This design comes from an exercise in tuning for small area, a short achievable clock period and few clock cycles per item on the open sky130 flow, not from production work. At most, simulation tests tie the RTL to the original design; equivalence was not proved.

==> v25: inputs <==
==> flow/design.v <==
module dmem_ctrl (
  input  logic        clk,
  input  logic        rst_n,
  input  logic        req_valid,
  output logic        req_ready,
  input  logic        req_we,
  input  logic [1:0]  req_size,
  input  logic        req_unsigned,
  input  logic [31:0] req_addr,
  input  logic [31:0] req_wdata,
  output logic        rsp_valid,
  input  logic        rsp_ready,
  output logic [31:0] rsp_rdata,
  output logic        rsp_err
);
  localparam int NW = 100;    
  logic       accept, take;
  logic       req_ready_q;
  logic [2:0] cnt_q;          
  assign accept = req_valid && req_ready_q;
  assign take   = rsp_valid && rsp_ready;
  logic cur_err;
  assign cur_err = (req_size == 2'b11) ||
                   (req_size == 2'b01 && req_addr[0]) ||
                   (req_size == 2'b10 && req_addr[1:0] != 2'b00) ||
                   (|req_addr[31:9]) ||
                   (req_addr[8] && req_addr[7] && (req_addr[6] || req_addr[5] || req_addr[4]));
  logic [3:0] be_in;
  always_comb begin
    case (req_size)
      2'b00:   be_in = 4'b0001 << req_addr[1:0];
      2'b01:   be_in = req_addr[1] ? 4'b1100 : 4'b0011;
      default: be_in = 4'b1111;
    endcase
  end
  logic        v0_q;           
  logic [3:0]  be0_q;          
  logic [31:0] wd0_q;          
  logic [15:0] lo0_q;          
  logic [6:0]  hi0_q;          
  logic        ld0_q;          
  logic        err0_q;
  logic [1:0]  lane0_q, size0_q;
  logic        uns0_q;
  always_ff @(posedge clk or negedge rst_n) begin
    if (!rst_n) begin
      v0_q  <= 1'b0;
      be0_q <= 4'b0;
    end else begin
      v0_q  <= accept;
      be0_q <= (accept && req_we && !cur_err) ? be_in : 4'b0;
    end
  end
  always_ff @(posedge clk) begin
    for (int j = 0; j < 16; j++) lo0_q[j] <= (req_addr[5:2] == 4'(j));
    for (int h = 0; h < 7; h++)  hi0_q[h] <= (req_addr[8:6] == 3'(h));
    lane0_q <= req_addr[1:0];
    size0_q <= req_size;
    uns0_q  <= req_unsigned;
    ld0_q   <= !req_we && !cur_err;
    err0_q  <= cur_err;
    case (req_size)
      2'b00:   wd0_q <= {4{req_wdata[7:0]}};
      2'b01:   wd0_q <= {2{req_wdata[15:0]}};
      default: wd0_q <= req_wdata;
    endcase
  end
  logic [NW-1:0][31:0] mem;
  logic [NW-1:0]       rsel;
  logic [31:0]         word;
  for (genvar w = 0; w < NW; w++) begin : g_word
    assign rsel[w] = hi0_q[w / 16] && lo0_q[w % 16];
    for (genvar b = 0; b < 4; b++) begin : g_byte
      always_ff @(posedge clk)
        if (rsel[w] && be0_q[b]) mem[w][8*b +: 8] <= wd0_q[8*b +: 8];
    end
  end
  always_comb begin
    word = 32'd0;
    for (int w = 0; w < NW; w++) word = word | (mem[w] & {32{rsel[w]}});
  end
  logic        v1_q;
  logic [31:0] word1_q;
  logic        ld1_q, err1_q;
  logic [1:0]  lane1_q, size1_q;
  logic        uns1_q;
  always_ff @(posedge clk or negedge rst_n) begin
    if (!rst_n) v1_q <= 1'b0;
    else        v1_q <= v0_q;
  end
  always_ff @(posedge clk) begin
    word1_q <= word;
    ld1_q   <= ld0_q;
    err1_q  <= err0_q;
    lane1_q <= lane0_q;
    size1_q <= size0_q;
    uns1_q  <= uns0_q;
  end
  logic [31:0] load2, res_rdata;
  logic [7:0]  sel_b;
  logic [15:0] sel_h;
  always_comb begin
    sel_b = word1_q[{lane1_q, 3'b000} +: 8];
    sel_h = lane1_q[1] ? word1_q[31:16] : word1_q[15:0];
    case (size1_q)
      2'b00:   load2 = {{24{~uns1_q & sel_b[7]}}, sel_b};
      2'b01:   load2 = {{16{~uns1_q & sel_h[15]}}, sel_h};
      default: load2 = word1_q;
    endcase
    res_rdata = ld1_q ? load2 : 32'd0;
  end
  logic             hv_q;           
  logic [31:0]      hd_q;           
  logic             he_q;           
  logic [3:0][31:0] qd_q;
  logic [3:0]       qe_q;
  logic [1:0]       wp_q, rp_q;
  logic [2:0]       qc_q;
  logic       push, pop, show_new;
  logic [1:0] rp_n;
  logic [2:0] qc_d;
  assign push     = v1_q;
  assign pop      = take;
  assign qc_d     = qc_q + {2'b0, push} - {2'b0, pop};
  assign rp_n     = rp_q + {1'b0, pop};
  assign show_new = (qc_q == 3'd0) || (qc_q == 3'd1 && pop);
  always_ff @(posedge clk or negedge rst_n) begin
    if (!rst_n) begin
      hv_q <= 1'b0;
      wp_q <= 2'd0;
      rp_q <= 2'd0;
      qc_q <= 3'd0;
    end else begin
      hv_q <= (qc_d != 3'd0);
      if (push) wp_q <= wp_q + 2'd1;
      rp_q <= rp_n;
      qc_q <= qc_d;
    end
  end
  always_ff @(posedge clk) begin
    if (show_new) begin
      hd_q <= res_rdata;
      he_q <= err1_q;
    end else begin
      hd_q <= qd_q[rp_n];
      he_q <= qe_q[rp_n];
    end
    for (int k = 0; k < 4; k++)
      if (push && wp_q == 2'(k)) begin
        qd_q[k] <= res_rdata;
        qe_q[k] <= err1_q;
      end
  end
  logic [2:0] cnt_d;
  assign cnt_d = cnt_q + {2'b0, accept} - {2'b0, take};
  always_ff @(posedge clk or negedge rst_n) begin
    if (!rst_n) begin
      cnt_q       <= 3'd0;
      req_ready_q <= 1'b1;
    end else begin
      cnt_q       <= cnt_d;
      req_ready_q <= (cnt_d < 3'd4);
    end
  end
  assign req_ready = req_ready_q;
  assign rsp_valid = hv_q;
  assign rsp_rdata = hd_q;
  assign rsp_err   = he_q;
endmodule
==> flow/run.sh <==
#!/bin/bash
# synth_recipe.tcl (not shown) runs the flow's synth.tcl, then flattens the netlist and writes it again
# the make line also repeats each setting of config.mk as NAME=value (left out here)
make -C /OpenROAD-flow-scripts/flow DESIGN_CONFIG=/design/flow/config.mk WORK_HOME=/design/flow/orfs CLKGATE_MAP_FILE= SYNTH_SCRIPT=/design/flow/synth_recipe.tcl finish
==> flow/config.mk <==
export PLATFORM = sky130hd
export DESIGN_NAME = dmem_ctrl
export DESIGN_NICKNAME = dmem_ctrl
export VERILOG_FILES = /design/flow/design.v
export SDC_FILE = /design/flow/constraint.sdc
export NUM_CORES = 4
export LEC_CHECK = 0
export CAP_MARGIN = 20
export CORE_MARGIN = 2
export CORE_UTILIZATION = 40
export PLACE_DENSITY = 0.5
export SETUP_SLACK_MARGIN = 3.3
export SLEW_MARGIN = 20
==> flow/constraint.sdc <==
create_clock -name core_clock -period 6.0 [get_ports {clk}]
set_input_delay 1.2000 -clock core_clock [delete_from_list [all_inputs] [get_ports {clk}]]
set_output_delay 1.2000 -clock core_clock [all_outputs]
set_load 0.01 [all_outputs]
==> v15: changes against v25 <==
--- a/flow/design.v
+++ b/flow/design.v
@@ -36,8 +36,7 @@
   logic        v0_q;           
   logic [3:0]  be0_q;          
   logic [31:0] wd0_q;          
-  logic [15:0] lo0_q;          
-  logic [6:0]  hi0_q;          
+  logic [NW-1:0] sel0_q;       
   logic        ld0_q;          
   logic        err0_q;
   logic [1:0]  lane0_q, size0_q;
@@ -52,8 +51,7 @@
     end
   end
   always_ff @(posedge clk) begin
-    for (int j = 0; j < 16; j++) lo0_q[j] <= (req_addr[5:2] == 4'(j));
-    for (int h = 0; h < 7; h++)  hi0_q[h] <= (req_addr[8:6] == 3'(h));
+    for (int w = 0; w < NW; w++) sel0_q[w] <= (req_addr[8:2] == 7'(w));
     lane0_q <= req_addr[1:0];
     size0_q <= req_size;
     uns0_q  <= req_unsigned;
@@ -66,48 +64,85 @@
     endcase
   end
   logic [NW-1:0][31:0] mem;
-  logic [NW-1:0]       rsel;
-  logic [31:0]         word;
+  logic [3:0][31:0]    part;           
   for (genvar w = 0; w < NW; w++) begin : g_word
-    assign rsel[w] = hi0_q[w / 16] && lo0_q[w % 16];
     for (genvar b = 0; b < 4; b++) begin : g_byte
       always_ff @(posedge clk)
-        if (rsel[w] && be0_q[b]) mem[w][8*b +: 8] <= wd0_q[8*b +: 8];
-    end
-  end
-  always_comb begin
-    word = 32'd0;
-    for (int w = 0; w < NW; w++) word = word | (mem[w] & {32{rsel[w]}});
+        if (sel0_q[w] && be0_q[b]) mem[w][8*b +: 8] <= wd0_q[8*b +: 8];
+    end
+  end
+  always_comb begin
+    part = '0;
+    for (int w = 0; w < NW; w++) part[w / 25] = part[w / 25] | (mem[w] & {32{sel0_q[w]}});
+  end
+  logic [3:0] b0sel, sgsel;
+  logic [1:0] b1sel;
+  logic       hisel, ext1, ext2;
+  always_comb begin
+    b0sel = 4'b0;
+    b1sel = 2'b0;
+    sgsel = 4'b0;
+    hisel = 1'b0;
+    ext1  = 1'b0;
+    ext2  = 1'b0;
+    if (ld0_q) begin
+      case (size0_q)
+        2'b00: begin
+          b0sel = 4'b0001 << lane0_q;
+          sgsel = uns0_q ? 4'b0 : (4'b0001 << lane0_q);
+          ext1  = 1'b1;
+          ext2  = 1'b1;
+        end
+        2'b01: begin
+          b0sel = lane0_q[1] ? 4'b0100 : 4'b0001;
+          b1sel = lane0_q[1] ? 2'b10 : 2'b01;
+          sgsel = uns0_q ? 4'b0 : (lane0_q[1] ? 4'b1000 : 4'b0010);
+          ext2  = 1'b1;
+        end
+        default: begin
+          b0sel = 4'b0001;
+          b1sel = 2'b01;
+          hisel = 1'b1;
+        end
+      endcase
+    end
   end
   logic        v1_q;
-  logic [31:0] word1_q;
-  logic        ld1_q, err1_q;
-  logic [1:0]  lane1_q, size1_q;
-  logic        uns1_q;
+  logic [3:0][31:0] part1_q;
+  logic [3:0]  quar1_q;        
+  logic        err1_q;
+  logic [3:0]  b0sel1_q, sgsel1_q;
+  logic [1:0]  b1sel1_q;
+  logic        hisel1_q, ext11_q, ext21_q;
   always_ff @(posedge clk or negedge rst_n) begin
     if (!rst_n) v1_q <= 1'b0;
     else        v1_q <= v0_q;
   end
   always_ff @(posedge clk) begin
-    word1_q <= word;
-    ld1_q   <= ld0_q;
-    err1_q  <= err0_q;
-    lane1_q <= lane0_q;
-    size1_q <= size0_q;
-    uns1_q  <= uns0_q;
-  end
-  logic [31:0] load2, res_rdata;
-  logic [7:0]  sel_b;
-  logic [15:0] sel_h;
-  always_comb begin
-    sel_b = word1_q[{lane1_q, 3'b000} +: 8];
-    sel_h = lane1_q[1] ? word1_q[31:16] : word1_q[15:0];
-    case (size1_q)
-      2'b00:   load2 = {{24{~uns1_q & sel_b[7]}}, sel_b};
-      2'b01:   load2 = {{16{~uns1_q & sel_h[15]}}, sel_h};
-      default: load2 = word1_q;
-    endcase
-    res_rdata = ld1_q ? load2 : 32'd0;
+    part1_q  <= part;
+    quar1_q  <= {|sel0_q[99:75], |sel0_q[74:50], |sel0_q[49:25], |sel0_q[24:0]};
+    err1_q   <= err0_q;
+    b0sel1_q <= b0sel;
+    b1sel1_q <= b1sel;
+    sgsel1_q <= sgsel;
+    hisel1_q <= hisel;
+    ext11_q  <= ext1;
+    ext21_q  <= ext2;
+  end
+  logic [31:0] res_rdata;
+  logic [31:0] word2;
+  logic        sgn;
+  always_comb begin
+    word2 = (part1_q[0] & {32{quar1_q[0]}}) | (part1_q[1] & {32{quar1_q[1]}}) |
+            (part1_q[2] & {32{quar1_q[2]}}) | (part1_q[3] & {32{quar1_q[3]}});
+    sgn = |(sgsel1_q & {word2[31], word2[23], word2[15], word2[7]});
+    res_rdata[7:0] = 8'd0;
+    for (int k = 0; k < 4; k++)
+      res_rdata[7:0] = res_rdata[7:0] | (word2[8*k +: 8] & {8{b0sel1_q[k]}});
+    res_rdata[15:8]  = (word2[15:8] & {8{b1sel1_q[0]}}) |
+                       (word2[31:24] & {8{b1sel1_q[1]}}) |
+                       {8{ext11_q & sgn}};
+    res_rdata[31:16] = (word2[31:16] & {16{hisel1_q}}) | {16{ext21_q & sgn}};
   end
   logic             hv_q;           
   logic [31:0]      hd_q;           
@@ -156,7 +191,7 @@
   always_ff @(posedge clk or negedge rst_n) begin
     if (!rst_n) begin
       cnt_q       <= 3'd0;
-      req_ready_q <= 1'b1;
+      req_ready_q <= 1'b0;    
     end else begin
       cnt_q       <= cnt_d;
       req_ready_q <= (cnt_d < 3'd4);
- CTS_CLUSTER_DIAMETER: not set -> 60
- CTS_CLUSTER_SIZE: not set -> 30
- SETUP_SLACK_MARGIN: 3.3 -> 3.5
==> v32: changes against v25 <==
--- a/flow/design.v
+++ b/flow/design.v
@@ -14,6 +14,7 @@
   output logic        rsp_err
 );
   localparam int NW = 100;    
+  localparam int NG = 4;      
   logic       accept, take;
   logic       req_ready_q;
   logic [2:0] cnt_q;          
@@ -34,78 +35,85 @@
     endcase
   end
   logic        v0_q;           
-  logic [3:0]  be0_q;          
-  logic [31:0] wd0_q;          
-  logic [15:0] lo0_q;          
-  logic [6:0]  hi0_q;          
+  logic [31:0] lsel0_q;        
+  logic [3:0]  gsel0_q;        
   logic        ld0_q;          
   logic        err0_q;
   logic [1:0]  lane0_q, size0_q;
   logic        uns0_q;
   always_ff @(posedge clk or negedge rst_n) begin
-    if (!rst_n) begin
-      v0_q  <= 1'b0;
-      be0_q <= 4'b0;
-    end else begin
-      v0_q  <= accept;
-      be0_q <= (accept && req_we && !cur_err) ? be_in : 4'b0;
-    end
+    if (!rst_n) v0_q <= 1'b0;
+    else        v0_q <= accept;
   end
   always_ff @(posedge clk) begin
-    for (int j = 0; j < 16; j++) lo0_q[j] <= (req_addr[5:2] == 4'(j));
-    for (int h = 0; h < 7; h++)  hi0_q[h] <= (req_addr[8:6] == 3'(h));
+    for (int j = 0; j < 32; j++) lsel0_q[j] <= (req_addr[6:2] == 5'(j));
+    for (int g = 0; g < NG; g++) gsel0_q[g] <= (req_addr[8:7] == 2'(g));
     lane0_q <= req_addr[1:0];
     size0_q <= req_size;
     uns0_q  <= req_unsigned;
     ld0_q   <= !req_we && !cur_err;
     err0_q  <= cur_err;
-    case (req_size)
-      2'b00:   wd0_q <= {4{req_wdata[7:0]}};
-      2'b01:   wd0_q <= {2{req_wdata[15:0]}};
-      default: wd0_q <= req_wdata;
-    endcase
   end
   logic [NW-1:0][31:0] mem;
-  logic [NW-1:0]       rsel;
-  logic [31:0]         word;
+  logic [3:0]          wbe;
+  logic [31:0]         wd;
+  logic [31:0]         wl;
+  logic [3:0]          wg;
+  assign wbe = (rst_n && accept && req_we && !cur_err) ? be_in : 4'b0;
+  always_comb begin
+    case (req_size)
+      2'b00:   wd = {4{req_wdata[7:0]}};
+      2'b01:   wd = {2{req_wdata[15:0]}};
+      default: wd = req_wdata;
+    endcase
+    for (int j = 0; j < 32; j++) wl[j] = (req_addr[6:2] == 5'(j));
+    for (int g = 0; g < NG; g++) wg[g] = (req_addr[8:7] == 2'(g));
+  end
   for (genvar w = 0; w < NW; w++) begin : g_word
-    assign rsel[w] = hi0_q[w / 16] && lo0_q[w % 16];
     for (genvar b = 0; b < 4; b++) begin : g_byte
       always_ff @(posedge clk)
-        if (rsel[w] && be0_q[b]) mem[w][8*b +: 8] <= wd0_q[8*b +: 8];
+        if (wg[w / 32] && wl[w % 32] && wbe[b]) mem[w][8*b +: 8] <= wd[8*b +: 8];
     end
   end
+  logic [NG-1:0][31:0] part;
   always_comb begin
-    word = 32'd0;
-    for (int w = 0; w < NW; w++) word = word | (mem[w] & {32{rsel[w]}});
+    for (int g = 0; g < NG; g++) begin
+      part[g] = 32'd0;
+      for (int j = 0; j < 32; j++)
+        if (g * 32 + j < NW) part[g] = part[g] | (mem[g * 32 + j] & {32{lsel0_q[j]}});
+    end
   end
-  logic        v1_q;
-  logic [31:0] word1_q;
-  logic        ld1_q, err1_q;
-  logic [1:0]  lane1_q, size1_q;
-  logic        uns1_q;
+  logic                v1_q;
+  logic [NG-1:0][31:0] part1_q;
+  logic [NG-1:0]       gsel1_q;
+  logic                ld1_q, err1_q;
+  logic [1:0]          lane1_q, size1_q;
+  logic                uns1_q;
   always_ff @(posedge clk or negedge rst_n) begin
     if (!rst_n) v1_q <= 1'b0;
     else        v1_q <= v0_q;
   end
   always_ff @(posedge clk) begin
-    word1_q <= word;
+    part1_q <= part;
+    for (int g = 0; g < NG; g++) gsel1_q[g] <= gsel0_q[g];
     ld1_q   <= ld0_q;
     err1_q  <= err0_q;
     lane1_q <= lane0_q;
     size1_q <= size0_q;
     uns1_q  <= uns0_q;
   end
-  logic [31:0] load2, res_rdata;
+  logic [31:0] word2, load2, res_rdata;
   logic [7:0]  sel_b;
   logic [15:0] sel_h;
   always_comb begin
-    sel_b = word1_q[{lane1_q, 3'b000} +: 8];
-    sel_h = lane1_q[1] ? word1_q[31:16] : word1_q[15:0];
+    word2 = 32'd0;
+    for (int g = 0; g < NG; g++) word2 = word2 | (part1_q[g] & {32{gsel1_q[g]}});
+    sel_b = word2[{lane1_q, 3'b000} +: 8];
+    sel_h = lane1_q[1] ? word2[31:16] : word2[15:0];
     case (size1_q)
       2'b00:   load2 = {{24{~uns1_q & sel_b[7]}}, sel_b};
       2'b01:   load2 = {{16{~uns1_q & sel_h[15]}}, sel_h};
-      default: load2 = word1_q;
+      default: load2 = word2;
     endcase
     res_rdata = ld1_q ? load2 : 32'd0;
   end
- CTS_CLUSTER_DIAMETER: not set -> 60
- CTS_CLUSTER_SIZE: not set -> 40
==> flow_metrics.env <==
export IMPL_status="timing/DRC/antenna clean"
export IMPL_netlist_instances=7143
export IMPL_worst_r2r_cell_count=11
export IMPL_relSlewSlack_pct=20.97
export IMPL_placed_area_um2=135400
export IMPL_synth_top_area_share_pct=78.30
export IMPL_antenna_found_initial=36
export IMPL_clk_pin_slew_ps=70
export IMPL_setup_slack_ps=3029
export IMPL_reg_largest_list="mem: 3200 flops, part1_q: 128 flops, qd_q: 128 flops"
export IMPL_die_area_um2=324000
export IMPL_finalNonFillerCells=11940
[end of results for v32]
==> flow_metrics.env <==
export IMPL_setup_slack_ps=3040
export IMPL_antenna_found_initial=59
export IMPL_placed_area_um2=135400
export IMPL_status="timing/DRC/antenna clean"
export IMPL_worst_r2r_cell_count=5
export IMPL_netlist_instances=7398
export IMPL_relSlewSlack_pct=13.53
export IMPL_reg_largest_list="mem: 3200 flops, qd_q: 128 flops"
[end of results for v25]
==> flow_metrics.env <==
export IMPL_status="timing/DRC/antenna clean"
export IMPL_reg_largest_list="mem: 3200 flops, part1_q: 128 flops, qd_q: 128 flops"
export IMPL_synth_top_area_share_pct=76.50
export IMPL_antenna_found_initial=24
export IMPL_setup_slack_ps=3365
export IMPL_die_area_um2=331600
export IMPL_relSlewSlack_pct=21.79
export IMPL_netlist_instances=7222
export IMPL_clk_pin_slew_ps=110
export IMPL_placed_area_um2=136800
[end of results for v15]
Testbench counts of v25, summed over its fixed seeds: cycles 24,024, items 24,000.
Testbench counts of v15, summed over its fixed seeds: cycles 24,024, items 24,000.
For v32, only the layout was checked, not whether the RTL still works.

[port drivers added, routing unchanged]
How much do the figures lean on ideal ports? The routed layouts below were timed once more, with nothing changed but the port constraints.
Step 1, drivers: a clkbuf_16 drives clk and a buf_2 each remaining input, both assumed.
Step 2 adds t to the input delays and takes it off the output delays; t is the mean of the earliest and latest rising clock arrival at the registers after step 1. Input paths then give back, and output paths get back, about the clock's delay inside the block.
Three values: ideal, step 1, step 2; two values: the first two.
run	shift t [ns]	setup WS [ns]	slew at the worst register clock pin (ns)	pins driven straight from the clock port
v25	1.043	3.040 / 3.040 / 2.459	0.07 / 0.07	1
v15	1.012	3.365 / 3.267 / 2.602	0.12 / 0.12	1
v32	1.059	3.029 / 3.105 / 2.051	0.12 / 0.12	1
After both steps setup and hold are still met in every run listed. For v32, which loses most, drivers alone change the setup slack by +0.076 ns; drivers and shift together by -0.978 ns.
